This is an optimization exercise on Yosys and OpenROAD, whose aim is small area, not a production implementation. The RTL was checked by simulation tests, not by an equivalence proof against the original design. Power is estimated from default activity; no workload was simulated.

==> flow/flow/run.sh <==
#!/bin/bash
# Standard layout, with the port buffers made of the smallest buffer cell and a clock tree
# of small clustered buffers without dummy loads.
set -euo pipefail
bash standard.sh "BUFFER_PORTS_ARGS=-buffer_cell sky130_fd_sc_hd__buf_1" \
  "CTS_ARGS=-sink_clustering_enable -repair_clock_nets -sink_clustering_size 20 -sink_clustering_max_diameter 60 -buf_list sky130_fd_sc_hd__clkbuf_8 -dont_use_dummy_load" \
  finish > run_standard.log 2>&1
==> flow/standard.sh <==
#!/bin/bash
# synth_recipe.tcl (not shown) runs the flow's synth.tcl, then flattens the netlist and writes it again
# the make line also repeats each setting of config.mk as NAME=value (left out here)
make -C /OpenROAD-flow-scripts/flow DESIGN_CONFIG=/design/flow/config.mk WORK_HOME=/design/flow/orfs CLKGATE_MAP_FILE= SYNTH_SCRIPT=/design/flow/synth_recipe.tcl "${@:-finish}"
==> flow/config.mk <==
export PLATFORM = sky130hd
export DESIGN_NAME = axis_lbus_seg_packer
export DESIGN_NICKNAME = axis_lbus_seg_packer
export VERILOG_FILES = /design/flow/design.v
export SDC_FILE = /design/flow/constraint.sdc
export NUM_CORES = 4
export LEC_CHECK = 0
export ABC_AREA = 1
export CAP_MARGIN = 20
export CORE_AREA = 4 4 386 386
export DIE_AREA = 0 0 390 390
export SLEW_MARGIN = 20
==> flow/constraint.sdc <==
create_clock -name core_clock -period 4.0 [get_ports {clk}]
set_input_delay 0.8000 -clock core_clock [delete_from_list [all_inputs] [get_ports {clk}]]
set_output_delay 0.8000 -clock core_clock [all_outputs]
set_load 0.01 [all_outputs]
==> flow/design.v <==
module axis_lbus_seg_packer #(
  parameter int NSEG      = 4,
  parameter int SEG_BYTES = 16
) (
  input  logic                      clk,
  input  logic                      rst_n,
  input  logic [NSEG*128-1:0]       s_axis_tdata,
  input  logic [NSEG*SEG_BYTES-1:0] s_axis_tkeep,
  input  logic                      s_axis_tlast,
  input  logic                      s_axis_tvalid,
  output logic                      s_axis_tready,
  output logic [NSEG*128-1:0]       lbus_data,
  output logic [NSEG-1:0]           lbus_ena,
  output logic [NSEG-1:0]           lbus_sop,
  output logic [NSEG-1:0]           lbus_eop,
  output logic [NSEG-1:0]           lbus_err,
  output logic [NSEG*4-1:0]         lbus_mty,
  input  logic                      lbus_rdy
);
  localparam int PW = NSEG*128 + NSEG*4 + 2;   
  logic [NSEG-1:0]   cv_ena;
  logic [NSEG*4-1:0] cv_mty;
  logic              any_en, cv_err;
  logic tready_q, skid_v_q, in_pkt_q, bad_pkt_q, out_pkt_q;
  logic [PW-1:0] cv_pay, skid_q, out_q, m_pay;
  logic          out_eop_q, out_err_q;
  assign any_en = |s_axis_tkeep;
  always_comb begin : convert
    cv_ena = '0;
    cv_mty = '0;
    for (int s = 0; s < NSEG; s++) begin
      cv_ena[s] = |s_axis_tkeep[SEG_BYTES*s +: SEG_BYTES];
      for (int b = SEG_BYTES-1; b >= 0; b--) begin
        if (s_axis_tkeep[SEG_BYTES*s + b]) cv_mty[4*s +: 4] = 4'(b);
      end
    end
    if (!any_en) begin
      cv_ena[0]   = s_axis_tlast;
      cv_mty[3:0] = {4{s_axis_tlast}};
    end
  end
  logic viol;
  always_comb begin : keep_check
    logic below, above;
    logic [NSEG-1:0] en;
    viol  = 1'b0;
    below = 1'b0;
    for (int s = 0; s < NSEG; s++) en[s] = |s_axis_tkeep[SEG_BYTES*s +: SEG_BYTES];
    for (int s = 0; s < NSEG; s++) begin
      above = 1'b0;
      for (int t = 0; t < NSEG; t++) if (t > s) above = above | en[t];
      if (en[s]) begin
        for (int b = 0; b < SEG_BYTES-1; b++)
          if (s_axis_tkeep[SEG_BYTES*s + b] && !s_axis_tkeep[SEG_BYTES*s + b + 1]) viol = 1'b1;
        if (!s_axis_tkeep[SEG_BYTES*s] && (above || !s_axis_tlast)) viol = 1'b1;
      end else begin
        if (below && above) viol = 1'b1;
        if (above && !below && in_pkt_q) viol = 1'b1;
        if (below && !above && !s_axis_tlast) viol = 1'b1;
      end
      below = below | en[s];
    end
  end
  assign cv_err = ~any_en | bad_pkt_q | viol;
  logic [NSEG-1:0] out_ena_q, skid_ena_q, m_ena;
  logic            out_v, adv, hold, push;
  logic            out_v2_q;   
  assign out_v = |out_ena_q;
  assign adv   = ~out_v | lbus_rdy;
  assign hold  = out_v2_q & ~lbus_rdy;
  assign push  = s_axis_tvalid & tready_q & (any_en | s_axis_tlast);
  assign m_ena = ({NSEG{s_axis_tvalid & tready_q}} & cv_ena) | ({NSEG{skid_v_q}} & skid_ena_q);
  always_ff @(posedge clk or negedge rst_n) begin
    if (!rst_n) begin
      out_ena_q <= '0;
      out_v2_q  <= 1'b0;
      skid_v_q  <= 1'b0;
      tready_q  <= 1'b0;
      in_pkt_q  <= 1'b0;
      bad_pkt_q <= 1'b0;
      out_pkt_q <= 1'b0;
    end else begin
      if (adv) out_ena_q <= m_ena;
      if (adv) out_v2_q  <= |m_ena;
      skid_v_q <= ~adv & (skid_v_q | push);
      tready_q <= ~(~adv & (skid_v_q | push));
      if (push) begin
        in_pkt_q  <= ~s_axis_tlast;
        bad_pkt_q <= ~s_axis_tlast & (bad_pkt_q | viol);
      end
      if (out_v & lbus_rdy) out_pkt_q <= ~out_eop_q;
    end
  end
  assign cv_pay = {cv_err, s_axis_tlast, cv_mty, s_axis_tdata};
  assign m_pay  = ({PW{tready_q}} & cv_pay) | ({PW{skid_v_q}} & skid_q);
  always_ff @(posedge clk) begin
    skid_ena_q <= m_ena;
    skid_q     <= m_pay;
    out_q      <= (m_pay & {PW{adv}}) | (out_q & {PW{hold}});
  end
  assign out_eop_q = out_q[PW-2];
  assign out_err_q = out_q[PW-1];
  logic [NSEG-1:0] lowest, highest;
  always_comb begin
    logic seen;
    seen = 1'b0;
    for (int s = 0; s < NSEG; s++) begin
      lowest[s] = out_ena_q[s] & ~seen;
      seen      = seen | out_ena_q[s];
    end
    seen = 1'b0;
    for (int s = NSEG-1; s >= 0; s--) begin
      highest[s] = out_ena_q[s] & ~seen;
      seen       = seen | out_ena_q[s];
    end
  end
  assign s_axis_tready = tready_q;
  assign lbus_data     = out_q[NSEG*128-1:0];
  assign lbus_mty      = out_q[NSEG*128 +: NSEG*4];
  assign lbus_ena      = out_ena_q;
  assign lbus_sop      = lowest & {NSEG{~out_pkt_q}};
  assign lbus_eop      = highest & {NSEG{out_eop_q}};
  assign lbus_err      = highest & {NSEG{out_eop_q & out_err_q}};
endmodule
==> reports/metrics.sh, run 1 <==
PERIOD_SHARE_PCT=74.1
GRT_PASS1_VIAS=25700
POST_SYNTH_NUM_CELL_TYPES=38
VDD_IR_DROP_MAX_uV=347
GRT_REMAINING_OVERFLOW=0
AREA_OF_ALL_PLACED_CELLS_WITHOUT_FILLERS_SQ_UM=41100
TIMING_WORST_SETUP_PATH_TYPE='flip-flop to output port'
WORST_HOLD_STARTPOINT='s_axis_tdata[350]'
YOSYSTOPAREACELL='sky130_fd_sc_hd__dfxtp_1'
GRT_UTIL_MET3_PCT=7.07
INSERTION_DELAY_NS=0.80
CRIT_PATH_START_KIND='flip-flop'
HTREEDEPTH=3
FP.DIEH_UM=390
STARTPOINT_OF_THE_LOWEST_SLACK_REGISTER_TO_REGISTER_PATH='out_ena_q[2]'
BIGGEST_FANOUT_ALONG_THE_WORST_TIMING_PATH=4
WIRE_LENGTH_OF_THE_FIRST_GLOBAL_ROUTING_PASS_UM=187000
NUM-NETS-FINAL=4367
MEAN_INSTANCE_SIZE_IN_THE_SYNTHESIZED_NETLIST_SQ_UM=12.2
RSZ0062_AT_GRT='false'
POST-LAYOUT-TOTAL-POWER_W=0.0264
MIN_PERIOD_NS=2.96
PATH_CLK_SLEW_NS=0.12
CRIT_ARRIVAL_NS=2.16
VIAS_AFTER_DETAILED_ROUTING=26600
WL_UM=135000
SYN2LAYOUT_AREA_GROWTH_PCT=22.6
P_LEAK_nW=16.5
NUMBER_OF_ITERATIONS_IN_THE_FIRST_DETAILED_ROUTING_PASS=5
CLOCK.FMAX_GHz=0.337
TIMING.CRITICAL_PATH.FROM='out_ena_q[1]'
POWER.DENSITY_CELL_AREA_nW_PER_UM2=643
CP-END-KIND='output port'
SYNTH.CELLS.MOST_FREQUENT='sky130_fd_sc_hd__dfxtp_1 (1064), sky130_fd_sc_hd__a22o_1 (1035), sky130_fd_sc_hd__clkbuf_1 (157), sky130_fd_sc_hd__nand2_1 (138), sky130_fd_sc_hd__inv_1 (80)'
SYN_AREA_SQ_UM=33500
CTS_ROOT_BUF='sky130_fd_sc_hd__clkbuf_8'
OUTCOME='complete, no violations'
GROUTE.USAGE.OVERALL_PCT=16.5
DETAILED_PLACE.AREA_SQ_UM=39800
CTS_BUFFERS=92
CRIT_REQUIRED_NS=3.20
CTS_REPAIR_RESIZE_COUNT=0
FINAL_CORE_UTIL_PCT=28.5
SYNTH_SEQ_CELLS=1074
FINAL_CELL_COUNT_NO_FILL=5705
SYNTHTOPCELLSBYAREA='sky130_fd_sc_hd__dfxtp_1 (64%), sky130_fd_sc_hd__a22o_1 (27%), sky130_fd_sc_hd__clkbuf_1 (1.8%)'
CLOCKBUFFERDEPTH=3
SYNTH-SEQ-AREA-SHARE_PCT=64.3
WORST_SLEW_MARGIN_RELATIVE_TO_ITS_LIMIT_PCT=27.6
POST-DP-HPWL_UM=100000
PINS_OVER_SLEW_LIMIT=0
ROW_COUNT=139
GRT.MET1_USAGE_PCT=19.3
POSTROUTEANTENNANETS=0
ROUTE.DETAILED.DRC=0
PIN_COUNT=1126
DRT_ITER0_MARKERS=1504
WORST_CLOCK_SKEW_NS=0.120
DRIVE_ABOVE_1_SHARE_PCT=5.15
SETUP_VIOL=0
YOSYSMOSTFREQUENTCELL='sky130_fd_sc_hd__dfxtp_1'
TIMING_HOLD_VIOLATIONS_FINAL=0
WORST_SLEW_PIN_SLEW_NS=1.09
PATH_TYPE_OF_THE_WORST_MIN_DELAY_PATH='input pin to flip-flop'
YS_WARNS=1
GRT.MET2_USAGE_PCT=27.6
FINAL.SETUP.TNS_NS=0
TRITONCTS_CLOCK_TREE='built'
SHARE_OF_SYNTHESIZED_REGISTERS_CARRYING_AN_ASYNC_SET_OR_RESET_PCT=0.931
SYNTHDOMINANTCELLAREASHARE_PCT=63.6
PORT_BUFFERS=1125
GRT_START_MAX_NET_PINS=139
FP.DIEAREA_SQ_UM=152000
WL_PER_CELL_UM=23.6
INITIAL_ANTENNA_VIOLATION_COUNT=73
NUMCLOCKSINKS=1074
DIE_WIDTH_UM=390
SYNTH_ENABLE_FLOP_CELLS=0
R2R_SETUP_SLACK_NS=1.26
CORE_SQ_UM=144000
SYNTH_FLOP_CELL='sky130_fd_sc_hd__dfxtp_1'
ROUTABILITYCONGESTION=0.890
ROUTED_VIA_DENSITY=4.66
GRT-BUSIEST-LAYER='met2'
MAX-CAP-VIOLATIONS=0
HOLD_BUFFERS=1
POST-PLACE-CELLS=5594
CTS.REPAIR_TIMING.SETUP_BUFFER_COUNT=0
NETLIST_INSTANCES=2753
INITIAL_CORE_UTIL_PCT=23.2
layout by cell type, fill, tap and decap left out, types with 2 or more instances in the layout:
cell type	netlist	layout
sky130_fd_sc_hd__a22o_1	1035	1035
sky130_fd_sc_hd__dfrtp_4	0	2
sky130_fd_sc_hd__diode_2	0	18
sky130_fd_sc_hd__nand2_4	2	2
sky130_fd_sc_hd__o21ai_0	39	39
sky130_fd_sc_hd__o22ai_1	2	2
sky130_fd_sc_hd__nand3_1	5	5
sky130_fd_sc_hd__a21oi_1	27	27
sky130_fd_sc_hd__nor2_2	20	20
sky130_fd_sc_hd__a211oi_1	3	3
sky130_fd_sc_hd__nor2_1	30	29
sky130_fd_sc_hd__buf_1	12	1125
sky130_fd_sc_hd__buf_4	1	29
sky130_fd_sc_hd__o31ai_1	3	3
sky130_fd_sc_hd__nand3_2	3	3
sky130_fd_sc_hd__nand2_1	138	138
sky130_fd_sc_hd__a31oi_1	3	3
sky130_fd_sc_hd__nand2_2	3	3
sky130_fd_sc_hd__o21ai_1	2	2
sky130_fd_sc_hd__a32o_1	2	2
sky130_fd_sc_hd__buf_12	0	18
sky130_fd_sc_hd__inv_1	80	79
sky130_fd_sc_hd__nand4_1	5	5
sky130_fd_sc_hd__inv_2	12	12
sky130_fd_sc_hd__dfrtp_1	10	8
sky130_fd_sc_hd__o21bai_1	5	5
sky130_fd_sc_hd__nor3_1	9	9
sky130_fd_sc_hd__dfxtp_1	1064	1064
sky130_fd_sc_hd__nor4_1	2	2
sky130_fd_sc_hd__nor2_4	6	7
sky130_fd_sc_hd__clkbuf_8	0	92
kinds of logic (layout without fill, tap and decap cells):
group,count (synthesis),in the layout,share of synthesized area [%]
other cells,0,18,0
flops,1074,1074,64.3
buf+inv,327,1358,3.92
simple gates,228,228,3.23
compound gates,1124,1124,28.5
state kept, by name (all words and copies together), names as in the netlist, 4 cells and up:
name and count:
out_ena_q 4, out_q 530, skid_ena_q 4, skid_q 530
metal layers:
| layer | vias to the layer above | routed length, um |
|---|---|---|
| met5 | - | 0 |
| met4 | 0 | 3790 |
| met3 | 261 | 13700 |
| met2 | 1108 | 64400 |
| met1 | 12900 | 52600 |
| li1 | 12300 | - |
final timing paths:
path	depth (start not counted)	endpoint
worst max-delay path	4	lbus_sop[3]
max in group asynchronous	2	tready_q
worst min-delay path	2	skid_q[350]
worst max register to register	7	out_q[366]
worst min register to register	1	out_pkt_q
min in group asynchronous	2	out_ena_q[2]
critical path, stage by stage, from the launching register on:
cell and delay [ns]:
sky130_fd_sc_hd__dfrtp_1 0.46, sky130_fd_sc_hd__nor2_1 0.13, sky130_fd_sc_hd__inv_1 0.08, sky130_fd_sc_hd__nor4_1 0.52, sky130_fd_sc_hd__buf_1 0.26
per-stage QoR:
| step | hold WS (ns) | setup WS [ns] |
|---|---|---|
| after global placement | 0.436 | 1.20 |
| final | 0.243 | 1.04 |
| after floorplan | 0.422 | 1.82 |
| after detailed placement | 0.436 | 1.12 |
| after global routing | 0.119 | 0.914 |
| after CTS | 0.0899 | 0.948 |
cell type report:
cell class                      instances  area, sq um
Inverter                               93          359
Timing Repair Buffer                 1173         4810
Multi-Input combinational cell       1352        10700
Antenna cell                           18         45.0
Sequential cell                      1074        21600
Clock buffer                           92         1270
Fill cell                           15000       103000
Tap cell                             1903         2380
where the power goes:
part / total (W) / internal (W) / switching [W]
combinational: 0.00662 / 0.00256 / 0.00407
sequential: 0.0143 / 0.0131 / 0.00117
clock: 0.00553 / 0.00204 / 0.00348
==> run 2: changes to the inputs <==
==> flow/flow/run.sh (replaced) <==
#!/bin/bash
# Standard layout, with the port buffers made of the smallest buffer cell and a clock tree
# of small clustered buffers without dummy loads.
set -euo pipefail
bash standard.sh "BUFFER_PORTS_ARGS=-buffer_cell sky130_fd_sc_hd__buf_1" REMOVE_ABC_BUFFERS=1 \
  "CTS_ARGS=-sink_clustering_enable -repair_clock_nets -sink_clustering_size 20 -sink_clustering_max_diameter 60 -buf_list sky130_fd_sc_hd__clkbuf_8 -dont_use_dummy_load" \
  finish > run_standard.log 2>&1
==> run 2 against run 1 <==
Effect of this change:
- largest cell class unchanged
- still clean
- sequential power is essentially flat
- synthesized area is the same
- combinational power shrank 0.9%
==> reports/metrics.sh, run 2 <==
OUTCOME='complete, no violations'
POWER.DENSITY_CELL_AREA_nW_PER_UM2=638  # -0.86%
FINAL.SETUP.TNS_NS=0  # unchanged
PIN_COUNT=1126  # unchanged
WL_UM=125000  # -7.3%
YOSYSMOSTFREQUENTCELL='sky130_fd_sc_hd__dfxtp_1'
WORST_CLOCK_SKEW_NS=0.122  # +0.00232 ns
RSZ0062_AT_GRT='false'
ROUTE.DETAILED.DRC=0  # unchanged
PINS_OVER_SLEW_LIMIT=0  # unchanged
SYNTHDOMINANTCELLAREASHARE_PCT=63.6  # unchanged
VIAS_AFTER_DETAILED_ROUTING=26300  # -1.2%
CLOCKBUFFERDEPTH=3  # unchanged
SYNTH.CELLS.MOST_FREQUENT='sky130_fd_sc_hd__dfxtp_1 (1064), sky130_fd_sc_hd__a22o_1 (1035), sky130_fd_sc_hd__clkbuf_1 (157), sky130_fd_sc_hd__nand2_1 (138), sky130_fd_sc_hd__inv_1 (80)'
CP-END-KIND='output port'
POST-LAYOUT-TOTAL-POWER_W=0.0261  # -1.2%
YOSYSTOPAREACELL='sky130_fd_sc_hd__dfxtp_1'
CRIT_ARRIVAL_NS=1.97  # -0.19 ns
CTS_REPAIR_RESIZE_COUNT=0  # unchanged
FP.DIEAREA_SQ_UM=152000  # unchanged
INITIAL_ANTENNA_VIOLATION_COUNT=53  # -27%
SETUP_WS_NS=1.23  # +0.197 ns
INSERTION_DELAY_NS=0.76  # -0.04 ns
NUMCLOCKSINKS=1074  # unchanged
PATH_CLK_SLEW_NS=0.12  # about the same
SYNTH_ENABLE_FLOP_CELLS=0  # unchanged
WORST_SLEW_MARGIN_RELATIVE_TO_ITS_LIMIT_PCT=31.0  # +3.3 points
LAYOUT.CELLS.MOST_COMMON='sky130_fd_sc_hd__buf_1'
NUM-NETS-FINAL=4355  # -0.27%
SYNTH_SEQ_CELLS=1074  # unchanged
FP.DIEH_UM=390  # unchanged
ROUTED_VIA_DENSITY=4.61  # -1.2%
FINAL_CELL_COUNT_NO_FILL=5704  # -0.018%
PRE_CTS_SLACK_NS=1.21  # +0.0830 ns
GROUTE.USAGE.OVERALL_PCT=15.3  # -1.3 points
SETUP_VIOL=0  # unchanged
POST-DP-HPWL_UM=90400  # -9.5%
POST-PLACE-CELLS=5589  # -0.089%
BIGGEST_FANOUT_ALONG_THE_WORST_TIMING_PATH=6  # +2
SHARE_OF_SYNTHESIZED_REGISTERS_CARRYING_AN_ASYNC_SET_OR_RESET_PCT=0.931  # unchanged
DETAILED_PLACE.AREA_SQ_UM=39700  # -0.16%
MOST-COMMON-LAYOUT-CELLS='sky130_fd_sc_hd__buf_1 (1125), sky130_fd_sc_hd__dfxtp_1 (1064), sky130_fd_sc_hd__a22o_1 (1035)'
VDD_IR_DROP_MAX_uV=324  # -6.7%
CTS_BUFFERS=85  # -7.6%
MEAN_INSTANCE_SIZE_IN_THE_SYNTHESIZED_NETLIST_SQ_UM=12.2  # unchanged
SYNTH-SEQ-AREA-SHARE_PCT=64.3  # unchanged
NUMBER_OF_ITERATIONS_IN_THE_FIRST_DETAILED_ROUTING_PASS=5  # unchanged
WIRE_LENGTH_OF_THE_FIRST_GLOBAL_ROUTING_PASS_UM=176000  # -5.8%
MAX-CAP-VIOLATIONS=0  # unchanged
PERIOD_SHARE_PCT=69.2  # -4.9 points
ROUTABILITYCONGESTION=0.898  # +0.90%
LARGEST_REGISTERS='out_q (530), skid_q (530)'
PORT_BUFFERS=1125  # unchanged
SYNTH_FLOP_CELL='sky130_fd_sc_hd__dfxtp_1'
P_LEAK_nW=16.4  # -0.49%
HTREEDEPTH=3  # unchanged
CTS.REPAIR_TIMING.SETUP_BUFFER_COUNT=0  # unchanged
DRIVE_ABOVE_1_SHARE_PCT=4.85  # -0.30 points
SYN_AREA_SQ_UM=33500  # unchanged
YS_WARNS=1  # unchanged
TIMING_WORST_SETUP_PATH_TYPE='flip-flop to output port'
ROW_COUNT=139  # unchanged
CRIT_REQUIRED_NS=3.20  # about the same
WORST_SLEW_PIN_SLEW_NS=1.04  # -0.0497 ns
DIE_WIDTH_UM=390  # unchanged
GRT_REMAINING_OVERFLOW=0  # unchanged
POST_SYNTH_NUM_CELL_TYPES=38  # unchanged
WL_PER_CELL_UM=21.9  # -7.2%
TIMING_HOLD_VIOLATIONS_FINAL=0  # unchanged
SYNTHTOPCELLSBYAREA='sky130_fd_sc_hd__dfxtp_1 (64%), sky130_fd_sc_hd__a22o_1 (27%), sky130_fd_sc_hd__clkbuf_1 (1.8%)'
NETLIST_INSTANCES=2753  # unchanged
GRT_PASS1_VIAS=25800  # +0.10%
CORE_SQ_UM=144000  # unchanged
FILLER_CELL_COUNT=15200  # +0.79%
CTS_ROOT_BUF='sky130_fd_sc_hd__clkbuf_8'
POSTROUTEANTENNANETS=0  # unchanged
CLOCK.FMAX_GHz=0.361  # +7.1%
MIN_PERIOD_NS=2.77  # -0.197 ns
DRT_ITER0_MARKERS=1570  # +4.4%
SYN2LAYOUT_AREA_GROWTH_PCT=22.2
GRT_START_MAX_NET_PINS=174  # +25%
TRITONCTS_CLOCK_TREE='built'
INITIAL_CORE_UTIL_PCT=23.2  # unchanged
CRIT_PATH_START_KIND='flip-flop'
AREA_OF_ALL_PLACED_CELLS_WITHOUT_FILLERS_SQ_UM=40900  # -0.32%
PATH_TYPE_OF_THE_WORST_MIN_DELAY_PATH='input pin to flip-flop'
==> run 2: cell types whose count changed in the layout (fill, tap and decap cells not counted), sizes merged <==
cell and change:
buf -5, clkbuf -7, diode +11
==> run 2: area by class of cell <==
| type | count | area, sq um | area share, % |
|---|---|---|---|
| tap | 1903 | 2380 | 5.82 |
| clock buffer | 85 | 1170 | 2.86 |
| sequential | 1074 | 21600 | 52.7 |
| timing repair buffer | 1168 | 4750 | 11.6 |
| inverter | 93 | 359 | 0.877 |
| antenna | 29 | 72.6 | 0.177 |
| multi-input combinational | 1352 | 10700 | 26.0 |
==> run 2: through the flow <==
| step | utilization, % | hold WS, ns |
|---|---|---|
| finish | 28.4 | 0.247 |
| global route | 28.4 | 0.161 |
| CTS | 28.3 | 0.110 |
| detailed placement | 27.5 | 0.438 |
| global placement | 27.5 | 0.436 |
| floorplan | - | 0.422 |
==> run 2: worst paths after layout <==
| kind | start | endpoint | slack (ns) | cells after the start |
|---|---|---|---|---|
| max | out_ena_q[3] | lbus_eop[1] | 1.23 | 4 |
| min | s_axis_tdata[484] | skid_q[484] | 0.25 | 2 |
| max reg2reg | out_ena_q[3] | out_q[49] | 1.41 | 7 |
| min reg2reg | out_q[524] | out_q[524] | 0.45 | 2 |
| max in group asynchronous | rst_n | tready_q | 2.71 | 2 |
| min in group asynchronous | rst_n | out_ena_q[1] | 0.67 | 2 |
==> run 2: timing repair <==
item,CTS,global route
endpoints found under the setup margin,0,0
hold buffers,1,0
endpoints found under the hold margin,5,0
==> run 2: report_power, final <==
| part | internal (W) | leakage (nW) | switching (W) | total [W] |
|---|---|---|---|---|
| registers | 0.0131 | 9.06 | 0.00114 | 0.0142 |
| clock network | 0.00190 | 0.611 | 0.00341 | 0.00531 |
| logic | 0.00254 | 6.76 | 0.00402 | 0.00656 |
| total | 0.0175 | 16.4 | 0.00857 | 0.0261 |
==> run 2: cells by family (layout without fill, tap and decap cells) <==
group / after synthesis / after routing / share of synthesized area [%]
AOI/OAI and AO/OA: 1124 / 1124 / 28.5
DFF: 1074 / 1074 / 64.3
buffers and inverters: 327 / 1346 / 3.92
and+or+nand+nor: 228 / 228 / 3.23
other: 0 / 29 / 0
==> run 2: worst max-delay path, stage by stage, from the launching register on <==
cell and delay, ns:
sky130_fd_sc_hd__dfrtp_1 0.46, sky130_fd_sc_hd__nor2_1 0.17, sky130_fd_sc_hd__inv_1 0.10, sky130_fd_sc_hd__nor3_1 0.31
sky130_fd_sc_hd__buf_1 0.20
==> run 2: layer usage <==
metal  global-route usage [%]  routed length [um]
met4                     7.72                5190
met5                        0                   0
met3                     4.77               10500
met1                     18.9               51100
met2                     24.0               57900
==> run 3: changes to the inputs <==
==> flow/flow/run.sh (replaced) <==
#!/bin/bash
# Standard layout, with the port buffers made of the smallest buffer cell and a clock tree
# of small clustered buffers without dummy loads.
set -euo pipefail
bash standard.sh "BUFFER_PORTS_ARGS=-buffer_cell sky130_fd_sc_hd__buf_1" REMOVE_ABC_BUFFERS=1 \
  "CTS_ARGS=-sink_clustering_enable -repair_clock_nets -sink_clustering_size 20 -sink_clustering_max_diameter 50 -buf_list sky130_fd_sc_hd__clkbuf_8 -dont_use_dummy_load" \
  finish > run_standard.log 2>&1
==> run 3 against run 2 <==
Effect of this change:
- design area is 0.84% higher
- via count is 0.16% higher
- core utilization is 0.24 points higher
- combinational power hardly changed
- synthesized area stayed put
- hold slack worse by 0.054 ns
- clock-buffer cell count is 24 higher
- routed wire length is 0.38% higher
- critical path type unchanged
==> reports/metrics.sh, run 3 <==
OUTCOME='complete, no violations'
MIN_TO='skid_q[188]'
SHARE_COMB_OF_TOTAL_POWER_PCT=24.6  # -0.5 points
XOR_XNOR_SHARE_OF_THE_SYNTHESIZED_AREA_PCT=0  # unchanged
ROW_COUNT=139  # unchanged
SYNTHMUXAREASHARE_PCT=0  # unchanged
WL_PER_CELL_UM=21.8  # -0.14%
HOLD-PATH-CELL-COUNT=2  # unchanged
CP-END-KIND='output port'
MOST-COMMON-LAYOUT-CELLS='sky130_fd_sc_hd__buf_1 (1125), sky130_fd_sc_hd__dfxtp_1 (1064), sky130_fd_sc_hd__a22o_1 (1035)'
R2R_SETUP_SLACK_NS=1.39  # -0.02 ns
NUMBER_OF_ITERATIONS_IN_THE_FIRST_DETAILED_ROUTING_PASS=5  # unchanged
CLOCK.FMAX_GHz=0.354  # -1.9%
TIMING.CRITICAL_PATH.FROM='out_ena_q[3]'
POST_SYNTH_NUM_CELL_TYPES=38  # unchanged
GRT_PASS1_VIAS=26000  # +0.84%
INITIAL_CORE_UTIL_PCT=23.2  # unchanged
CTS_ROOT_BUF='sky130_fd_sc_hd__clkbuf_8'
REG_TO_REG_CRITICAL_PATH_ENDPOINT='out_q[89]'
CRIT_REQUIRED_NS=3.20  # about the same
DRT_ITER0_MARKERS=1499  # -4.5%
LAYOUT.CELLS.MOST_COMMON='sky130_fd_sc_hd__buf_1'
MAX-CAP-VIOLATIONS=0  # unchanged
YOSYSMOSTFREQUENTCELL='sky130_fd_sc_hd__dfxtp_1'
WL_UM=125000  # +0.38%
SHARE_OF_THE_SYNTHESIZED_AREA_IN_COMPOUND_GATES_AO_OA_AOI_OAI_PCT=28.5  # unchanged
TIMING_WORST_SETUP_PATH_TYPE='flip-flop to output port'
INSERTION_DELAY_NS=0.80  # +0.04 ns
YOSYS.AREA_SHARE.SIMPLE_PCT=3.23  # unchanged
MIN_PERIOD_NS=2.82  # +0.0543 ns
DRIVE_ABOVE_1_SHARE_PCT=5.45  # +0.60 points
TRITONCTS_CLOCK_TREE='built'
WORST_SLEW_PIN_SLEW_NS=1.05  # +0.0112 ns
INTERNAL_POWER_W=0.0180  # +2.9%
ROUTABILITYCONGESTION=0.898  # unchanged
PATH_CLK_SLEW_NS=0.11  # about the same
CLOCKPOWERSHARE_PCT=22.2  # +1.9 points
LARGEST_REGISTERS='out_q (530), skid_q (530)'
PRE_CTS_SLACK_NS=1.21  # unchanged
POST-DP-HPWL_UM=90400  # unchanged
CRIT_PATH_START_KIND='flip-flop'
PINS_OVER_SLEW_LIMIT=0  # unchanged
FINAL.SETUP.TNS_NS=0  # unchanged
SYNTHDOMINANTCELLAREASHARE_PCT=63.6  # unchanged
NUM-NETS-FINAL=4379  # +0.55%
CORE_SQ_UM=144000  # unchanged
RSZ0062_AT_GRT='false'
SYNTH_ENABLE_FLOP_CELLS=0  # unchanged
SYNTH_SEQ_CELLS=1074  # unchanged
VIAS_AFTER_DETAILED_ROUTING=26300  # +0.16%
CTS.REPAIR_TIMING.SETUP_BUFFER_COUNT=0  # unchanged
WIRE_LENGTH_OF_THE_FIRST_GLOBAL_ROUTING_PASS_UM=177000  # +0.30%
INITIAL_ANTENNA_VIOLATION_COUNT=56  # +5.7%
HTREEDEPTH=3  # unchanged
MEAN_INSTANCE_SIZE_IN_THE_SYNTHESIZED_NETLIST_SQ_UM=12.2  # unchanged
P_LEAK_nW=16.6  # +1.1%
PIN_COUNT=1126  # unchanged
YOSYSTOPAREACELL='sky130_fd_sc_hd__dfxtp_1'
POSTROUTEANTENNANETS=0  # unchanged
WORST_R2R_PATH_DEPTH=7  # unchanged
PATH_TYPE_OF_THE_WORST_MIN_DELAY_PATH='input pin to flip-flop'
CRIT_ARRIVAL_NS=2.02  # +0.05 ns
BIGGEST_FANOUT_ALONG_THE_WORST_TIMING_PATH=6  # unchanged
SYNTH_AREA_IN_ADDERS_PCT=0  # unchanged
ROUTED_VIA_DENSITY=4.59  # -0.37%
DIE_WIDTH_UM=390  # unchanged
SHARE_SEQ_OF_TOTAL_POWER_PCT=53.3  # -1.2 points
FP.DIEH_UM=390  # unchanged
NETSWITCHINGPOWER_W=0.00868  # +1.3%
POWER.DENSITY_CELL_AREA_nW_PER_UM2=647  # +1.5%
GROUTE.USAGE.OVERALL_PCT=15.3  # +0.064 points
NETLIST_INSTANCES=2753  # unchanged
WORST_CLOCK_SKEW_NS=0.118  # -0.00409 ns
SYNTH.CELLS.MOST_FREQUENT='sky130_fd_sc_hd__dfxtp_1 (1064), sky130_fd_sc_hd__a22o_1 (1035), sky130_fd_sc_hd__clkbuf_1 (157), sky130_fd_sc_hd__nand2_1 (138), sky130_fd_sc_hd__inv_1 (80)'
WORST_SLEW_MARGIN_RELATIVE_TO_ITS_LIMIT_PCT=30.2  # -0.75 points
PORT_BUFFERS=1125  # unchanged
POST-LAYOUT-TOTAL-POWER_W=0.0267  # +2.3%
ROUTE.DETAILED.DRC=0  # unchanged
SETUP_VIOL=0  # unchanged
SETUP_WS_NS=1.18  # -0.0543 ns
SYN_AREA_SQ_UM=33500  # unchanged
CLOCKBUFFERDEPTH=3  # unchanged
STARTPOINT_OF_THE_LOWEST_SLACK_REGISTER_TO_REGISTER_PATH='out_ena_q[3]'
WORST_HOLD_STARTPOINT='s_axis_tdata[188]'
GRT_REMAINING_OVERFLOW=0  # unchanged
FP.DIEAREA_SQ_UM=152000  # unchanged
SYNTH-SEQ-AREA-SHARE_PCT=64.3  # unchanged
SYNTHTOPCELLSBYAREA='sky130_fd_sc_hd__dfxtp_1 (64%), sky130_fd_sc_hd__a22o_1 (27%), sky130_fd_sc_hd__clkbuf_1 (1.8%)'
GRT_START_MAX_NET_PINS=174  # unchanged
SWSHARE_PCT=32.5  # -0.35 points
SYNTH_FLOP_CELL='sky130_fd_sc_hd__dfxtp_1'
SYN2LAYOUT_AREA_GROWTH_PCT=23.2
YS_WARNS=1  # unchanged
SYNTH_TOP_FAMILY_BY_AREA='compound AO/OA/AOI/OAI gates'
TIMING_HOLD_VIOLATIONS_FINAL=0  # unchanged
VDD_IR_DROP_MAX_uV=397  # +23%
PERIOD_SHARE_PCT=70.6  # +1.4 points
NUMCLOCKSINKS=1074  # unchanged
CTS_BUFFERS=109  # +28%
SHARE_OF_SYNTHESIZED_REGISTERS_CARRYING_AN_ASYNC_SET_OR_RESET_PCT=0.931  # unchanged
-- run 3: final cells by class --
cell class	instances	area [sq um]
fillers	15100	103000
inverters	93	359
multi-input cells	1352	10700
repair buffers	1168	4750
flip-flops and latches	1074	21600
well taps	1903	2380
clock buffers	109	1500
diodes	35	87.6
-- run 3: worst max path at each step --
stage,endpoint,slack [ns]
5_1_grt,lbus_eop[1],1.04
4_1_cts,lbus_eop[1],1.07
3_3_place_gp,out_q[5],1.26
3_5_place_dp,out_q[89],1.21
2_1_floorplan,out_q[0],-14.53
6_report,lbus_eop[1],1.18
-- run 3: per-layer routing --
layer,wire [um],global-route usage [%],vias to the layer above
li1,-,-,12400
met1,50500,18.7,12600
met2,58200,24.0,1013
met3,10900,4.99,292
met4,5580,8.45,0
met5,0,0,-
-- run 3: power by group through the flow --
stage / logic, W / registers [W] / clock network, W
after floorplan: 0.00348 / 0.0151 / 0
after global placement: 0.00657 / 0.0144 / 0
after detailed placement: 0.00663 / 0.0144 / 0
after CTS: 0.00666 / 0.0142 / 0.00620
after global routing: 0.00712 / 0.0145 / 0.00658
final: 0.00656 / 0.0142 / 0.00592
-- run 3: what timing repair did --
| item | in CTS | in global routing |
|---|---|---|
| gates resized for setup | 0 | 0 |
| hold buffers | 1 | 0 |
| hold endpoints to repair | 7 | 0 |
-- run 3: logic make-up (layout without fill, tap and decap cells) --
family | after synthesis | in the layout
DFF | 1074 | 1074
and+or+nand+nor | 228 | 228
other | 0 | 35
AOI/OAI and AO/OA | 1124 | 1124
buffers and inverters | 327 | 1370
-- run 3: through the flow --
| step | cell area [sq um] | hold slack, ns | std cells | utilization (%) |
|---|---|---|---|---|
| 3_5_place_dp | 39700 | 0.438 | 5589 | 27.5 |
| 5_1_grt | 41300 | 0.0903 | 5727 | 28.6 |
| 3_3_place_gp | 39700 | 0.436 | 5589 | 27.5 |
| 2_1_floorplan | 32500 | 0.422 | 2519 | - |
| 6_report | 41300 | 0.194 | 5734 | 28.6 |
| 4_1_cts | 41200 | 0.0444 | 5699 | 28.5 |
-- run 3: worst max-delay path: stages, from the launching register on --
cell and delay (ns):
sky130_fd_sc_hd__dfrtp_1 0.46, sky130_fd_sc_hd__nor2_1 0.17, sky130_fd_sc_hd__inv_1 0.09, sky130_fd_sc_hd__nor3_1 0.32, sky130_fd_sc_hd__buf_1 0.20
==> run 4: changes to the inputs <==
==> flow/flow/run.sh (replaced) <==
#!/bin/bash
# Standard layout, with the port buffers made of the smallest buffer cell and a clock tree
# of small clustered buffers without dummy loads.
set -euo pipefail
bash standard.sh "BUFFER_PORTS_ARGS=-buffer_cell sky130_fd_sc_hd__buf_1" REMOVE_ABC_BUFFERS=1 \
  "CTS_ARGS=-sink_clustering_enable -repair_clock_nets -sink_clustering_size 18 -sink_clustering_max_diameter 60 -buf_list sky130_fd_sc_hd__clkbuf_8 -dont_use_dummy_load" \
  finish > run_standard.log 2>&1
==> run 4 against run 3 <==
Effect of this change:
- still clean on timing, DRC and antenna
- sequential cell count is the same
- first-iteration DRC count is 12% higher
- maximum frequency increased by 1.2%
- global-route usage down 0.089 points
- hold slack gained 0.062 ns
- power is 2.1% lower
- register-to-register slack improved by 0.05 ns
- design area decreased by 0.75%
==> reports/metrics.sh, run 4 <==
OUTCOME='complete, no violations'
CRIT_PATH_START_KIND='flip-flop'
TRITONCTS_CLOCK_TREE='built'
POSTROUTEANTENNANETS=0  # unchanged
LARGEST_REGISTERS='out_q (530), skid_q (530)'
NUMBER_OF_ITERATIONS_IN_THE_FIRST_DETAILED_ROUTING_PASS=7  # +2
NUM-NETS-FINAL=4357  # -0.50%
YOSYSTOPAREACELL='sky130_fd_sc_hd__dfxtp_1'
VIAS_AFTER_DETAILED_ROUTING=26300  # -0.038%
SHARE_OF_SYNTHESIZED_REGISTERS_CARRYING_AN_ASYNC_SET_OR_RESET_PCT=0.931  # unchanged
FILLER_CELL_COUNT=15200  # +0.15%
GROUTE.USAGE.OVERALL_PCT=15.3  # -0.089 points
YS_WARNS=1  # unchanged
CTS_BUFFERS=87  # -20%
PATH_CLK_SLEW_NS=0.10  # about the same
MOST-COMMON-LAYOUT-CELLS='sky130_fd_sc_hd__buf_1 (1125), sky130_fd_sc_hd__dfxtp_1 (1064), sky130_fd_sc_hd__a22o_1 (1035)'
SYNTHDOMINANTCELLAREASHARE_PCT=63.6  # unchanged
ROUTED_VIA_DENSITY=4.61  # +0.40%
SYNTH_FLOP_CELL='sky130_fd_sc_hd__dfxtp_1'
POWER.DENSITY_CELL_AREA_nW_PER_UM2=638  # -1.4%
PORT_BUFFERS=1125  # unchanged
POST-PLACE-CELLS=5589  # unchanged
VDD_IR_DROP_MAX_uV=314  # -21%
P_LEAK_nW=16.4  # -0.95%
CLOCK.FMAX_GHz=0.359  # +1.2%
CTS_REPAIR_RESIZE_COUNT=0  # unchanged
INITIAL_CORE_UTIL_PCT=23.2  # unchanged
WORST_SLEW_MARGIN_RELATIVE_TO_ITS_LIMIT_PCT=33.3  # +3.1 points
DIE_WIDTH_UM=390  # unchanged
TIMING.CRITICAL_PATH.FROM='out_ena_q[3]'
SETUP_VIOL=0  # unchanged
LAYOUT.CELLS.MOST_COMMON='sky130_fd_sc_hd__buf_1'
FP.DIEAREA_SQ_UM=152000  # unchanged
GRT_PASS1_VIAS=25700  # -0.87%
INSERTION_DELAY_NS=0.78  # -0.02 ns
POST-DP-HPWL_UM=90400  # unchanged
FINAL_CELL_COUNT_NO_FILL=5709  # -0.44%
HTREEDEPTH=3  # unchanged
POST_SYNTH_NUM_CELL_TYPES=38  # unchanged
TIMING_HOLD_VIOLATIONS_FINAL=0  # unchanged
TIMING_WORST_SETUP_PATH_TYPE='flip-flop to output port'
SYNTH.CELLS.MOST_FREQUENT='sky130_fd_sc_hd__dfxtp_1 (1064), sky130_fd_sc_hd__a22o_1 (1035), sky130_fd_sc_hd__clkbuf_1 (157), sky130_fd_sc_hd__nand2_1 (138), sky130_fd_sc_hd__inv_1 (80)'
CTS.REPAIR_TIMING.SETUP_BUFFER_COUNT=0  # unchanged
CRIT_REQUIRED_NS=3.20  # about the same
ROUTABILITYCONGESTION=0.898  # unchanged
WL_PER_CELL_UM=21.8  # about the same
ROUTE.DETAILED.DRC=0  # unchanged
WHS_NS=0.255  # +0.0616 ns
GRT_START_MAX_NET_PINS=174  # unchanged
SYNTH_ENABLE_FLOP_CELLS=0  # unchanged
PATH_TYPE_OF_THE_WORST_MIN_DELAY_PATH='input pin to flip-flop'
SYN_AREA_SQ_UM=33500  # unchanged
FINAL.SETUP.TNS_NS=0  # unchanged
SYNTH_SEQ_CELLS=1074  # unchanged
ROW_COUNT=139  # unchanged
DRIVE_ABOVE_1_SHARE_PCT=4.90  # -0.55 points
SETUP_WS_NS=1.21  # +0.0330 ns
SYNTH-SEQ-AREA-SHARE_PCT=64.3  # unchanged
PIN_COUNT=1126  # unchanged
CORE_SQ_UM=144000  # unchanged
NETLIST_INSTANCES=2753  # unchanged
CTS_ROOT_BUF='sky130_fd_sc_hd__clkbuf_8'
WIRE_LENGTH_OF_THE_FIRST_GLOBAL_ROUTING_PASS_UM=176000  # -0.47%
YOSYSMOSTFREQUENTCELL='sky130_fd_sc_hd__dfxtp_1'
STARTPOINT_OF_THE_LOWEST_SLACK_REGISTER_TO_REGISTER_PATH='out_ena_q[3]'
WORST_CLOCK_SKEW_NS=0.106  # -0.0122 ns
BIGGEST_FANOUT_ALONG_THE_WORST_TIMING_PATH=6  # unchanged
MIN_PERIOD_NS=2.79  # -0.0330 ns
PRE_CTS_SLACK_NS=1.21  # unchanged
DRT_ITER0_MARKERS=1684  # +12%
MAX-CAP-VIOLATIONS=0  # unchanged
WORST_HOLD_STARTPOINT='s_axis_tdata[392]'
MEAN_INSTANCE_SIZE_IN_THE_SYNTHESIZED_NETLIST_SQ_UM=12.2  # unchanged
FP.DIEH_UM=390  # unchanged
WORST_SLEW_PIN_SLEW_NS=0.990  # -0.0565 ns
PINS_OVER_SLEW_LIMIT=0  # unchanged
WL_UM=125000  # -0.47%
PERIOD_SHARE_PCT=69.7  # -0.83 points
CLOCKBUFFERDEPTH=3  # unchanged
CRIT_ARRIVAL_NS=1.99  # -0.03 ns
INITIAL_ANTENNA_VIOLATION_COUNT=53  # -5.4%
SYN2LAYOUT_AREA_GROWTH_PCT=22.3
NUMCLOCKSINKS=1074  # unchanged
FINAL_CORE_UTIL_PCT=28.4  # -0.21 points
SYNTHTOPCELLSBYAREA='sky130_fd_sc_hd__dfxtp_1 (64%), sky130_fd_sc_hd__a22o_1 (27%), sky130_fd_sc_hd__clkbuf_1 (1.8%)'
HOLD_BUFFERS=1  # unchanged
RSZ0062_AT_GRT='false'
GRT_REMAINING_OVERFLOW=0  # unchanged
CP-END-KIND='output port'
[run 4: cell counts after synthesis]
Identical to the previous run, type by type.
[run 4: power breakdown]
part | leakage (nW) | switching, W | internal, W | total, W
Clock | 0.626 | 0.00342 | 0.00194 | 0.00537
Combinational | 6.76 | 0.00401 | 0.00254 | 0.00656
Sequential | 9.06 | 0.00114 | 0.0131 | 0.0142
[run 4: metrics by stage]
step                area [sq um]  power [W]
finish                     41000     0.0262
CTS                        40900     0.0265
global placement           39700     0.0210
floorplan                  32500     0.0186
global route               41000     0.0276
detailed placement         39700     0.0210
[run 4: final timing paths]
path / end / slack, ns / depth (start not counted)
max: lbus_eop[1] / 1.21 / 4
min: skid_q[392] / 0.26 / 2
max reg2reg: out_q[5] / 1.44 / 7
min reg2reg: out_q[524] / 0.46 / 2
max in group asynchronous: tready_q / 2.68 / 2
min in group asynchronous: out_ena_q[1] / 0.66 / 2
[run 4: critical path, stage by stage (launching register included)]
cell	delay, ns
sky130_fd_sc_hd__dfrtp_1	0.46
sky130_fd_sc_hd__nor2_1	0.17
sky130_fd_sc_hd__inv_1	0.10
sky130_fd_sc_hd__nor3_1	0.32
sky130_fd_sc_hd__buf_1	0.20
[run 4: layout make-up]
| class | count | area, sq um | share of cell area [%] |
|---|---|---|---|
| sequential | 1074 | 21600 | 52.6 |
| multi-input combinational | 1352 | 10700 | 26.0 |
| timing repair buffer | 1168 | 4750 | 11.6 |
| tap | 1903 | 2380 | 5.81 |
| clock buffer | 87 | 1200 | 2.92 |
| inverter | 93 | 359 | 0.876 |
| antenna | 32 | 80.1 | 0.195 |
[run 4: cells by family (layout without fill, tap and decap cells)]
group | count (synthesis) | count (layout) | share of synthesized area [%]
and+or+nand+nor | 228 | 228 | 3.23
DFF | 1074 | 1074 | 64.3
AOI/OAI and AO/OA | 1124 | 1124 | 28.5
other | 0 | 32 | 0
buffers and inverters | 327 | 1348 | 3.92
[run 4: routing by layer]
metal	share of wire [%]	global-route usage, %	wire (um)	vias to the layer above
li1	-	-	-	12400
met1	41	18.8	50800	12600
met5	0	0	0	-
met4	4.4	7.15	5430	0
met2	47	24.1	58200	1050
met3	8.2	5.03	10200	271
==> run 5: changes to the inputs <==
--- a/flow/config.mk
+++ b/flow/config.mk
@@ -9,4 +9,5 @@
 export CAP_MARGIN = 20
 export CORE_AREA = 4 4 386 386
 export DIE_AREA = 0 0 390 390
+export PLACE_DENSITY = 0.85
 export SLEW_MARGIN = 20
==> run 5 against run 4 <==
Effect of this change:
- sequential power about the same
- combinational power increased by 1%
- clock power about the same
- setup slack got worse by 0.17 ns
- critical path type is now flip-flop to flip-flop
- critical path depth increased by 2
- still clean
==> reports/metrics.sh, run 5 <==
OUTCOME='complete, no violations'
SYNTH_SEQ_CELLS=1074  # unchanged
SYNTH.CELLS.MOST_FREQUENT='sky130_fd_sc_hd__dfxtp_1 (1064), sky130_fd_sc_hd__a22o_1 (1035), sky130_fd_sc_hd__clkbuf_1 (157), sky130_fd_sc_hd__nand2_1 (138), sky130_fd_sc_hd__inv_1 (80)'
CRIT_REQUIRED_NS=4.63  # +1.43 ns
POSTROUTEANTENNANETS=0  # unchanged
INSERTION_DELAY_NS=0.78  # about the same
HTREEDEPTH=3  # unchanged
CTS_BUFFERS=88  # +1.1%
LARGEST_REGISTERS='out_q (530), skid_q (530)'
CLOCK.FMAX_GHz=0.337  # -5.9%
CORE_SQ_UM=144000  # unchanged
POST-DP-HPWL_UM=103000  # +14%
SHARE_OF_THE_SYNTHESIZED_AREA_IN_COMPOUND_GATES_AO_OA_AOI_OAI_PCT=28.5  # unchanged
WL_PER_CELL_UM=23.8  # +8.9%
PORT_BUFFERS=1125  # unchanged
CTS_REPAIR_RESIZE_COUNT=0  # unchanged
PIN_COUNT=1126  # unchanged
GRT-BUSIEST-LAYER='met2'
SYNTH_FLOP_CELL='sky130_fd_sc_hd__dfxtp_1'
SETUP_VIOL=0  # unchanged
TRITONCTS_CLOCK_TREE='built'
DIE_WIDTH_UM=390  # unchanged
GRT_PASS1_VIAS=26400  # +2.4%
GROUTE.USAGE.OVERALL_PCT=16.8  # +1.5 points
ROUTABILITYCONGESTION=0.960  # +6.8%
LAYOUT.CELLS.MOST_COMMON='sky130_fd_sc_hd__buf_1'
NETLIST_INSTANCES=2753  # unchanged
PATH_CLK_SLEW_NS=0.11  # about the same
DRIVE_ABOVE_1_SHARE_PCT=4.75  # -0.15 points
NUM-NETS-FINAL=4351  # -0.14%
CRIT_ARRIVAL_NS=3.59  # +1.60 ns
YOSYSMOSTFREQUENTCELL='sky130_fd_sc_hd__dfxtp_1'
ROUTE.DETAILED.DRC=0  # unchanged
WHS_NS=0.273  # +0.0176 ns
WORST_SLEW_PIN_SLEW_NS=1.10  # +0.113 ns
GRT.MET2_USAGE_PCT=25.7  # +1.6 points
TIMING_HOLD_VIOLATIONS_FINAL=0  # unchanged
NUMCLOCKSINKS=1074  # unchanged
POST_SYNTH_NUM_CELL_TYPES=38  # unchanged
SYNTHMUXAREASHARE_PCT=0  # unchanged
CLOCKBUFFERDEPTH=3  # unchanged
NUMBER_OF_ITERATIONS_IN_THE_FIRST_DETAILED_ROUTING_PASS=5  # -2
SYNTHDOMINANTCELLAREASHARE_PCT=63.6  # unchanged
SHARE_OF_SYNTHESIZED_REGISTERS_CARRYING_AN_ASYNC_SET_OR_RESET_PCT=0.931  # unchanged
MULTI_INPUT_COMB_AREA_SQ_UM=10700  # unchanged
GRT_UTIL_MET3_PCT=7.91  # +2.9 points
YOSYSTOPAREACELL='sky130_fd_sc_hd__dfxtp_1'
BIGGEST_FANOUT_ALONG_THE_WORST_TIMING_PATH=50  # +44
POST-LAYOUT-TOTAL-POWER_W=0.0263  # +0.65%
PATH_TYPE_OF_THE_WORST_MIN_DELAY_PATH='input pin to flip-flop'
SYN2LAYOUT_AREA_GROWTH_PCT=22.3  # about the same
WIRE_LENGTH_OF_THE_FIRST_GLOBAL_ROUTING_PASS_UM=189000  # +7.4%
MIN_PERIOD_NS=2.96  # +0.175 ns
MEAN_INSTANCE_SIZE_IN_THE_SYNTHESIZED_NETLIST_SQ_UM=12.2  # unchanged
INITIAL_ANTENNA_VIOLATION_COUNT=82  # +55%
VDD_IR_DROP_MAX_uV=424  # +35%
SYNTH_AREA_IN_ADDERS_PCT=0  # unchanged
POST-PLACE-CELLS=5582  # -0.13%
YS_WARNS=1  # unchanged
ROUTED_VIA_DENSITY=4.72  # +2.5%
CRIT_PATH_START_KIND='flip-flop'
P_LEAK_nW=16.4  # -0.16%
VIAS_AFTER_DETAILED_ROUTING=27000  # +2.5%
POWER.DENSITY_CELL_AREA_nW_PER_UM2=642  # +0.65%
CTS_ROOT_BUF='sky130_fd_sc_hd__clkbuf_8'
FINAL_CELL_COUNT_NO_FILL=5714  # +0.088%
RSZ0062_AT_GRT='false'
PINS_OVER_SLEW_LIMIT=0  # unchanged
DETAILED_PLACE.AREA_SQ_UM=39600  # -0.10%
FP.DIEH_UM=390  # unchanged
AREA_OCCUPIED_BY_REGISTERS_SQ_UM=21600  # unchanged
INITIAL_CORE_UTIL_PCT=23.2  # unchanged
FINAL.SETUP.TNS_NS=0  # unchanged
GRT_START_MAX_NET_PINS=140  # -20%
CP-END-KIND='flip-flop'
SYNTH-SEQ-AREA-SHARE_PCT=64.3  # unchanged
DRT_ITER0_MARKERS=1879  # +12%
SYNTHTOPCELLSBYAREA='sky130_fd_sc_hd__dfxtp_1 (64%), sky130_fd_sc_hd__a22o_1 (27%), sky130_fd_sc_hd__clkbuf_1 (1.8%)'
FP.DIEAREA_SQ_UM=152000  # unchanged
GRT_REMAINING_OVERFLOW=0  # unchanged
WORST_SLEW_MARGIN_RELATIVE_TO_ITS_LIMIT_PCT=25.8  # -7.5 points
SYNTH_ENABLE_FLOP_CELLS=0  # unchanged
MAX-CAP-VIOLATIONS=0  # unchanged
FILLER_CELL_COUNT=15000  # -0.80%
SYN_AREA_SQ_UM=33500  # unchanged
PERIOD_SHARE_PCT=74.1  # +4.4 points
AREA_OF_ALL_PLACED_CELLS_WITHOUT_FILLERS_SQ_UM=41000  # about the same
WL_UM=136000  # +9.0%
MOST-COMMON-LAYOUT-CELLS='sky130_fd_sc_hd__buf_1 (1125), sky130_fd_sc_hd__dfxtp_1 (1064), sky130_fd_sc_hd__a22o_1 (1035)'
TIMING_WORST_SETUP_PATH_TYPE='flip-flop to flip-flop'
SYNTH_TOP_FAMILY_BY_AREA='compound AO/OA/AOI/OAI gates'
WORST_CLOCK_SKEW_NS=0.124  # +0.0184 ns
ROW_COUNT=139  # unchanged
GRT.MET1_USAGE_PCT=19.2  # +0.39 points
XOR_XNOR_SHARE_OF_THE_SYNTHESIZED_AREA_PCT=0  # unchanged
YOSYS.AREA_SHARE.SIMPLE_PCT=3.23  # unchanged
==> run 5: cell counts after synthesis <==
Identical to the previous run, type by type.
==> run 5: final timing paths <==
kind / startpoint / endpoint / slack (ns) / cells after the start
worst min register to register: out_q[524] / out_q[524] / 0.45 / 2
worst max-delay path: tready_q / out_v2_q / 1.04 / 6
max in group asynchronous: rst_n / skid_v_q / 2.55 / 2
worst min-delay path: s_axis_tdata[283] / skid_q[283] / 0.27 / 2
worst max register to register: tready_q / out_v2_q / 1.04 / 6
min in group asynchronous: rst_n / out_v2_q / 0.68 / 2
==> run 5: kinds of logic after synthesis <==
kind of cell	after synthesis
and+or+nand+nor	228
DFF	1074
AOI/OAI and AO/OA	1124
buffers and inverters	327
==> run 5: what timing repair did <==
action,CTS,global route
hold buffers,1,0
buffers inserted,0,0
endpoints found under the hold margin,6,0
==> run 5: where the power goes <==
part           switching (W)  internal, W  total, W  leakage (nW)
clock                0.00339      0.00196   0.00535         0.633
combinational        0.00412      0.00253   0.00665          6.72
sequential           0.00123       0.0131    0.0143          9.06
total                0.00874       0.0176    0.0263          16.4
==> run 5: critical path, cell delays in order (launching register included) <==
cell,delay [ns]
sky130_fd_sc_hd__dfrtp_4,0.81
sky130_fd_sc_hd__nand2_1,0.22
sky130_fd_sc_hd__inv_1,0.09
sky130_fd_sc_hd__a21boi_0,0.87
sky130_fd_sc_hd__inv_1,0.18
sky130_fd_sc_hd__nor3_1,0.51
sky130_fd_sc_hd__o221ai_1,0.20
==> run 5: final cells by class <==
class / count / area share [%]
Antenna cell: 43 / 0.263
Clock buffer: 88 / 2.96
Inverter: 93 / 0.876
Multi-Input combinational cell: 1352 / 26.0
Sequential cell: 1074 / 52.6
Tap cell: 1903 / 5.81
Timing Repair Buffer: 1161 / 11.5
==> run 5: per-layer routing <==
| metal | part of all wire, % | up-vias | wire, um |
|---|---|---|---|
| met2 | 45 | 1261 | 61600 |
| li1 | - | 12300 | - |
| met1 | 38 | 13000 | 51900 |
| met3 | 11 | 318 | 15400 |
| met5 | 0.049 | - | 66 |
| met4 | 5.1 | 10 | 6980 |
==> run 5: through the flow <==
stage	utilization (%)	worst slack, ns
floorplan	-	-14.53
global placement	27.5	0.767
detailed placement	27.5	0.804
CTS	28.3	1.03
global route	28.4	0.904
finish	28.4	1.04
==> run 6: changes to the inputs <==
--- a/flow/config.mk
+++ b/flow/config.mk
@@ -9,5 +9,6 @@
 export CAP_MARGIN = 20
 export CORE_AREA = 4 4 386 386
 export DIE_AREA = 0 0 390 390
-export PLACE_DENSITY = 0.85
+export GPL_ROUTABILITY_DRIVEN = 0
+export GPL_TIMING_DRIVEN = 0
 export SLEW_MARGIN = 20
==> run 6 against run 5 <==
Effect of this change:
- critical path depth shrank 3
- die area unchanged
- sequential share of layout area is 0.77 points lower
- largest cell class unchanged
- largest power group unchanged
==> reports/metrics.sh, run 6 <==
PATH_CLK_SLEW_NS=0.10  # about the same
TIMING_WORST_SETUP_PATH_TYPE='flip-flop to output port'
AREA_OCCUPIED_BY_REGISTERS_SQ_UM=21600  # unchanged
NUMBER_OF_ITERATIONS_IN_THE_FIRST_DETAILED_ROUTING_PASS=5  # unchanged
SYNTH_SEQ_CELLS=1074  # unchanged
YS_WARNS=1  # unchanged
CTS_ROOT_BUF='sky130_fd_sc_hd__clkbuf_8'
HOLD_BUFFERS=1  # unchanged
WHS_NS=0.260  # -0.0134 ns
TIMING.CRITICAL_PATH.FROM='tready_q'
NETLIST_INSTANCES=2753  # unchanged
WORST_SLEW_MARGIN_RELATIVE_TO_ITS_LIMIT_PCT=26.6  # +0.79 points
PERIOD_SHARE_PCT=81.0  # +6.9 points
CP-END-KIND='output port'
WORST_HOLD_STARTPOINT='s_axis_tdata[328]'
POST_SYNTH_NUM_CELL_TYPES=38  # unchanged
FP.DIEAREA_SQ_UM=152000  # unchanged
YOSYSTOPAREACELL='sky130_fd_sc_hd__dfxtp_1'
PIN_COUNT=1126  # unchanged
CORE_SQ_UM=144000  # unchanged
STARTPOINT_OF_THE_LOWEST_SLACK_REGISTER_TO_REGISTER_PATH='out_ena_q[3]'
RSZ0062_AT_GRT='false'
LAYOUT.CELLS.MOST_COMMON='sky130_fd_sc_hd__buf_1'
MAX-CAP-VIOLATIONS=0  # unchanged
FINAL.SETUP.TNS_NS=0  # unchanged
PATH_TYPE_OF_THE_WORST_MIN_DELAY_PATH='input pin to flip-flop'
POSTROUTEANTENNANETS=0  # unchanged
POST-LAYOUT-TOTAL-POWER_W=0.0264  # +0.31%
FILLER_CELL_COUNT=15100  # +0.70%
SYNTH-SEQ-AREA-SHARE_PCT=64.3  # unchanged
GRT_REMAINING_OVERFLOW=0  # unchanged
SETUP_VIOL=0  # unchanged
SYNTH_ENABLE_FLOP_CELLS=0  # unchanged
CTS_BUFFERS=92  # +4.5%
OUTCOME='complete, no violations'
MOST-COMMON-LAYOUT-CELLS='sky130_fd_sc_hd__buf_1 (1125), sky130_fd_sc_hd__dfxtp_1 (1064), sky130_fd_sc_hd__a22o_1 (1035)'
WL_PER_CELL_UM=21.4  # -10%
MIN_TO='skid_q[328]'
PINS_OVER_SLEW_LIMIT=0  # unchanged
TIMING_HOLD_VIOLATIONS_FINAL=0  # unchanged
GRT_START_MAX_NET_PINS=114  # -19%
TRITONCTS_CLOCK_TREE='built'
FP.DIEH_UM=390  # unchanged
DRT_ITER0_MARKERS=1540  # -18%
GROUTE.USAGE.OVERALL_PCT=15.1  # -1.7 points
POST-DP-HPWL_UM=89600  # -13%
ROUTE.DETAILED.DRC=0  # unchanged
DIE_WIDTH_UM=390  # unchanged
WORST_SLEW_PIN_SLEW_NS=1.09  # -0.0134 ns
LARGEST_REGISTERS='out_q (530), skid_q (530)'
MEAN_INSTANCE_SIZE_IN_THE_SYNTHESIZED_NETLIST_SQ_UM=12.2  # unchanged
NUMCLOCKSINKS=1074  # unchanged
SYNTH_FLOP_CELL='sky130_fd_sc_hd__dfxtp_1'
HTREEDEPTH=3  # unchanged
INITIAL_ANTENNA_VIOLATION_COUNT=49  # -40%
SHARE_OF_SYNTHESIZED_REGISTERS_CARRYING_AN_ASYNC_SET_OR_RESET_PCT=0.931  # unchanged
PORT_BUFFERS=1125  # unchanged
CRIT_REQUIRED_NS=3.20  # -1.43 ns
WIRE_LENGTH_OF_THE_FIRST_GLOBAL_ROUTING_PASS_UM=174000  # -7.7%
HOLD-PATH-CELL-COUNT=2  # unchanged
ROW_COUNT=139  # unchanged
POST-PLACE-CELLS=5591  # +0.16%
SYN2LAYOUT_AREA_GROWTH_PCT=24.1
WL_UM=122000  # -10%
NUM-NETS-FINAL=4364  # +0.30%
CTS_REPAIR_RESIZE_COUNT=0  # unchanged
POWER.DENSITY_CELL_AREA_nW_PER_UM2=635  # -1.2%
MIN_PERIOD_NS=3.24  # +0.277 ns
SYNTH.CELLS.MOST_FREQUENT='sky130_fd_sc_hd__dfxtp_1 (1064), sky130_fd_sc_hd__a22o_1 (1035), sky130_fd_sc_hd__clkbuf_1 (157), sky130_fd_sc_hd__nand2_1 (138), sky130_fd_sc_hd__inv_1 (80)'
CTS.REPAIR_TIMING.SETUP_BUFFER_COUNT=0  # unchanged
BIGGEST_FANOUT_ALONG_THE_WORST_TIMING_PATH=59  # +18%
GRT_PASS1_VIAS=25800  # -2.0%
FINAL_CORE_UTIL_PCT=28.8  # +0.42 points
P_LEAK_nW=16.7  # +1.7%
YOSYSMOSTFREQUENTCELL='sky130_fd_sc_hd__dfxtp_1'
SYNTHDOMINANTCELLAREASHARE_PCT=63.6  # unchanged
CLOCKBUFFERDEPTH=3  # unchanged
SYNTHTOPCELLSBYAREA='sky130_fd_sc_hd__dfxtp_1 (64%), sky130_fd_sc_hd__a22o_1 (27%), sky130_fd_sc_hd__clkbuf_1 (1.8%)'
CLOCK.FMAX_GHz=0.309  # -8.5%
VDD_IR_DROP_MAX_uV=348  # -18%
WORST_CLOCK_SKEW_NS=0.0969  # -0.0272 ns
DRIVE_ABOVE_1_SHARE_PCT=5.08  # +0.33 points
WORST_R2R_PATH_DEPTH=8  # +2
INSERTION_DELAY_NS=0.78  # about the same
R2R_SETUP_SLACK_NS=0.82  # -0.22 ns
MULTI_INPUT_COMB_AREA_SQ_UM=10700  # unchanged
ROUTED_VIA_DENSITY=4.61  # -2.3%
INITIAL_CORE_UTIL_PCT=23.2  # unchanged
REG_TO_REG_CRITICAL_PATH_ENDPOINT='out_q[508]'
VIAS_AFTER_DETAILED_ROUTING=26300  # -2.4%
CRIT_PATH_START_KIND='flip-flop'
CRIT_ARRIVAL_NS=2.44  # -1.15 ns
FINAL_CELL_COUNT_NO_FILL=5709  # -0.088%
SYN_AREA_SQ_UM=33500  # unchanged
==> run 6: worst max-delay path by stage <==
stage                                to  slack (ns)
after floorplan                out_q[0]      -14.53
after CTS                 s_axis_tready        0.63
after global placement        out_q[91]      -29.25
after global routing      s_axis_tready        0.59
final                     s_axis_tready        0.76
after detailed placement     out_q[413]        0.44
==> run 6: cells by family (layout without fill, tap and decap cells) <==
kind of cell	after synthesis	count (layout)	share of synthesized area, %
DFF	1074	1074	64.3
AOI/OAI and AO/OA	1124	1124	28.5
other	0	25	0
buffers and inverters	327	1355	3.92
and+or+nand+nor	228	228	3.23
==> run 6: metrics by stage <==
stage	setup slack [ns]	instance area [sq um]
final	0.760	41600
after detailed placement	0.443	40200
after floorplan	-14.53	32500
after global placement	-29.25	39200
after CTS	0.626	41500
after global routing	0.589	41600
==> run 6: power by group <==
part | internal [W] | switching, W | leakage (nW) | total (W)
Combinational | 0.00273 | 0.00399 | 6.97 | 0.00672
Clock | 0.00205 | 0.00344 | 0.662 | 0.00549
Sequential | 0.0131 | 0.00111 | 9.06 | 0.0142
==> run 6: critical path, cell delays in order, from the launching register on <==
cell,delay [ns]
sky130_fd_sc_hd__dfrtp_4,0.75
sky130_fd_sc_hd__buf_16,0.33
sky130_fd_sc_hd__buf_16,0.28
sky130_fd_sc_hd__buf_1,0.19
==> run 6: layout make-up <==
type / count / area share (%)
antenna: 25 / 0.150
clock buffer: 92 / 3.04
inverter: 93 / 0.863
multi-input combinational: 1352 / 25.6
sequential: 1074 / 51.8
tap: 1903 / 5.73
timing repair buffer: 1170 / 12.8
==> run 6: per-layer routing <==
metal,share of wire (%),global-route usage (%),vias to the layer above
li1,-,-,12400
met3,8.7,5.03,240
met5,0,0,-
met1,40,18.2,12800
met2,47,24.2,991
met4,3.7,7.01,0

[re-timing with driven ports]
No port has a modelled driver above. Below, the same layouts with a new extraction and two added sets of constraints.
Step 1, drivers: a clkbuf_16 drives clk and a buf_2 each remaining input, both assumed.
Step 2, shift: input delay + t, output delay - t, t = (earliest + latest rising clock arrival at the registers) / 2. This alone moves slack from input paths to output paths.
Slacks: ideal / step 1 / step 2; pairs: ideal / step 1.
run | shift t [ns] | setup slack, ns | slew at the worst register clock pin (ns) | worst data-port slew with drivers (ns) | pins driven straight from the clock port
run 1 | 0.814 | 1.035 / 0.958 / 1.053 | 0.12 / 0.12 | 0.18 | 1
run 2 | 0.793 | 1.232 / 1.158 / 1.182 | 0.12 / 0.12 | 0.17 | 1
run 3 | 0.843 | 1.178 / 1.102 / 1.170 | 0.12 / 0.12 | 0.18 | 1
run 4 | 0.805 | 1.211 / 1.138 / 1.207 | 0.12 / 0.12 | 0.17 | 1
run 5 | 0.785 | 1.036 / 1.036 / 0.644 | 0.11 / 0.11 | 0.24 | 1
run 6 | 0.793 | 0.760 / 0.684 / 0.424 | 0.11 / 0.11 | 0.15 | 1
After both steps setup and hold are still met in every run listed. The setup slack of run 5, which loses most, moves by 0.000 ns with the drivers and by -0.392 ns with both steps.
